What follows belongs to an exercise in optimizing a design on an open flow for small area, a short achievable clock period and few clock cycles per item; a production flow would make more cautious choices.
Only simulation tests tie the RTL to the original design; equivalence was not proved.
Power is estimated from default activity; no workload was simulated.

== job 221 ==
Design sorted_priority_queue, start of the top module:
module sorted_priority_queue (
    input  logic        clk,
    input  logic        rst_n,
    input  logic        in_valid,
    output logic        in_ready,
    input  logic [2:0]  func,
    input  logic [15:0] tag,
    input  logic [15:0] prio,
    input  logic [15:0] high_bound,
    output logic        out_valid,
    input  logic        out_ready,
    output logic [2:0]  status,
    output logic [15:0] out_tag,
    output logic [15:0] out_prio,
    output logic [4:0]  removed,
    output logic [4:0]  count
);
    localparam int N = 16;
    localparam logic [2:0] FN_ENQ    = 3'd0;
    localparam logic [2:0] FN_DEQ    = 3'd1;
    localparam logic [2:0] FN_PEEK   = 3'd2;
    localparam logic [2:0] FN_GET    = 3'd3;
    localparam logic [2:0] FN_CHANGE = 3'd4;
    localparam logic [2:0] FN_RANGE  = 3'd5;
    localparam logic [2:0] FN_CLEAR  = 3'd6;
    localparam logic [2:0] ST_OK       = 3'd0;
    localparam logic [2:0] ST_TAKEN    = 3'd1;
    localparam logic [2:0] ST_EMPTY    = 3'd2;
    localparam logic [2:0] ST_NOTFOUND = 3'd3;
    localparam logic [2:0] ST_FULL     = 3'd4;
    localparam logic [2:0] ST_AMBIG    = 3'd5;
    function automatic logic [1:0] cmp16(input logic [15:0] a, input logic [15:0] b);
        logic [15:0] g1, e1;
        logic [7:0]  g2, e2;
        logic [3:0]  g3, e3;
        logic [1:0]  g4, e4;
        g1 = a & ~b;
        e1 = ~(a ^ b);
        for (int j = 0; j < 8; j++)
        begin
  ...
Size in the first run: ~4500 cells after synthesis, about 700 flip-flops, ~100 I/O pins, ~43000 um^2 of cells after synthesis.
Settings: LEC_CHECK=0, CAP_MARGIN=20, CORE_MARGIN=2, CORE_UTILIZATION=50, SETUP_SLACK_MARGIN=2.7, SLEW_MARGIN=20; clock period 6.0 ns.
run.sh (not shown) runs the stock make flow with config.mk's settings and CLKGATE_MAP_FILE= SYNTH_SCRIPT=/design/flow/synth_recipe.tcl, a recipe that flattens the netlist after the stock synthesis.
Job 221 completed end to end with timing, DRC and antenna clean.
Testbench counts of job 221, summed over its fixed seeds: cycles 17,117, ops 16,000.
--- input diff job 221..job 1766 ---
- swapping 20 for 10 in SLEW_MARGIN
- swapping 20 for 10 in CAP_MARGIN
### Flow results
As far as final-layout non-clock buffer area share is concerned, job 1766 and job 221 perform about the same.
| wire length of the first global-routing pass | job 1766 vs job 221 | 0.31% lower |
Looking only at first-pass iteration count of the detailed router, and setting everything else aside, the lower value of job 221 and job 1766 goes to job 1766.
Against job 221, job 1766 comes in 16 ps lower on post-route worst setup slack.
Synthesized cell count came out exactly the same in job 221 and job 1766.
Of job 1766 and job 221, it is job 1766 that has the lower finished layout cell area.
~same max-cap check violation count in job 221 and job 1766
Relative to job 221, non-clock buffer count has decreased by 2 in job 1766.
Input changes introduced in job 7798 (baseline for comparison: job 1766):
- swapping 10 for 20 in CAP_MARGIN
- swapping 2.7 for 2.4 in SETUP_SLACK_MARGIN
- swapping 10 for 20 in SLEW_MARGIN
Results
- Job 7798: flow completed, timing, DRC and antenna clean
- On largest driver fanout on the critical path: between job 7798 and job 1766, it ends up lower for job 1766.
- Job 7798 vs job 1766, capture point of the worst path: c_gt[1] vs c_eq[11]
- Number of antenna violations at the first check in global routing down 7 in job 7798 wrt job 1766
- Wire length of the first global-routing pass, job 7798 vs job 1766: down by a few percent
- Compared with job 1766, in job 7798 total power after layout lower; growth of design area from synthesis to finish lower; delay of the slowest cell on the worst path lower; switching portion of total power lower.
- The run showing the greater cell count is job 1766.
- Worst-path cell with the longest stage delay = sky130_fd_sc_hd__clkdlybuf4s50_1: job 7798; worst-path cell with the longest stage delay = sky130_fd_sc_hd__dfrtp_4: job 1766
- Higher area used by multi-input combinational logic goes to job 1766 over job 7798.
- Job 7798 against job 1766; area of all placed cells without fillers is down by a few percent.
Setup changes, job 7798 to job 8018
- SETUP_SLACK_MARGIN changed from 2.4 to 2.95
- CAP_MARGIN changed from 20 to 5
- SLEW_MARGIN changed from 20 to 5
Findings:
Job 8018 reports its start point of the critical path as e_r0 while job 7798 reports prio[1]. Design area, job 8018 and job 7798: smaller value in job 7798. Delta (job 8018 minus job 7798): register-to-register slack increased 190 ps, reported leakage power now larger. Lower final critical delay including setup and external delays among job 8018 and job 7798: job 8018.


== run 1 ==
sorted_priority_queue again, from the RTL that the note above started with.
clock: 6.0 ns
lec_check: 0
cap_margin: 10
core_margin: 2
core_utilization: 48
setup_slack_margin: 2.6
slew_margin: 10
Run 1 ended with every stage complete and zero timing, DRC or antenna violations.
Testbench counts of run 1, summed over its fixed seeds: cycles 17,117, ops 16,000.
Changes in run 2 relative to run 1:
# run 1
export LEC_CHECK = 0
export CAP_MARGIN = 10
export CORE_MARGIN = 2
export CORE_UTILIZATION = 48
export SETUP_SLACK_MARGIN = 2.6
export SLEW_MARGIN = 10
create_clock -name core_clock -period 6.0 [get_ports {clk}]
# run 2
export LEC_CHECK = 0
export CAP_MARGIN = 20
export CORE_MARGIN = 2
export CORE_UTILIZATION = 55
export SETUP_SLACK_MARGIN = 2.85
export SLEW_MARGIN = 20
create_clock -name core_clock -period 6.0 [get_ports {clk}]
### Flow results
Summary of run 2 over run 1: clock power lost about 3%; first-pass GRT wire length picked up an extra 950 um. From run 1 to run 2 the numbers moved as follows: arrival time reported for the critical path endpoint fell by 120 ps; filler cell count in the final layout fell by about 23%. Changes observed in run 2 relative to run 1: first-iteration DRC count shows an increase of 1475, placer congestion estimate +0.031, number of standard cells in the layout, taps in and fillers out was more or less identical. The critical path launch point comes out c_eq[13] in one run and tag[12] in the other, namely in run 2 and run 1 respectively. Tap cell count in run 2 vs run 1: down about 11%. Against run 1, number of buffers outside the clock class in the layout in run 2 rose by more than a quarter.
Changes in run 3 relative to run 2:
# run 2
export LEC_CHECK = 0
export CAP_MARGIN = 20
export CORE_MARGIN = 2
export CORE_UTILIZATION = 55
export SETUP_SLACK_MARGIN = 2.85
export SLEW_MARGIN = 20
create_clock -name core_clock -period 6.0 [get_ports {clk}]
# run 3
export LEC_CHECK = 0
export CAP_MARGIN = 5
export CORE_MARGIN = 2
export CORE_UTILIZATION = 50
export SETUP_SLACK_MARGIN = 2.8
export SLEW_MARGIN = 5
create_clock -name core_clock -period 6.0 [get_ports {clk}]
==> comparison <==
- Total placed cells including tap cells, run 3 vs run 2: up slightly
- Reported for run 2 and run 3, quantity of hold-fixing buffers added after cts turned out identical to the last digit.
- Summary of run 3 over run 2: die area picked up an extra 7900 um^2; worst clock skew lost 8.5 ps; met2 routed wirelength picked up an extra 400 um.
- Multi-input combinational gate total delta (run 3 -> run 2): insignificant
- Post-layout instance count excluding filler cells (higher): run 3
- Looking only at clock-buffer cell count, and setting everything else aside, the higher value of run 2 and run 3 goes to run 3.
- Comparing run 2 and run 3, the lower final hold slack was measured on run 3.

==> re-timing with driven ports <==
Ports are ideal in the flow. The routed layouts listed here were re-timed in OpenROAD.
Step 1, drivers: a clkbuf_16 drives clk and a buf_2 each remaining input, both assumed.
Step 2 moves the port delays by t, midway between the first and last clock arrival at a register: inputs arrive t later, outputs are due t later. That takes back most of the time a late clock gives input paths.
Slacks: ideal / step 1 / step 2; pairs: ideal / step 1.
run | t, ns | slack for setup (ns) | worst slew at a driven data input, ns | cell pins on the clock port's net
job 221 | 0.752 | 2.603 / 2.603 / 1.998 | 0.04 | 1
job 1766 | 0.768 | 2.586 / 2.586 / 1.970 | 0.04 | 1
job 7798 | 0.764 | 2.323 / 2.341 / 1.611 | 0.07 | 1
job 8018 | 0.762 | 2.532 / 2.532 / 1.915 | 0.04 | 1
run 1 | 0.757 | 2.476 / 2.509 / 1.752 | 0.07 | 1
run 2 | 0.735 | 2.547 / 2.547 / 2.015 | 0.05 | 1
run 3 | 0.734 | 2.687 / 2.687 / 2.072 | 0.04 | 1
After both steps every run listed still meets setup and hold. The setup slack of run 1, which loses most, moves by +0.033 ns with the drivers and by -0.724 ns with both steps.
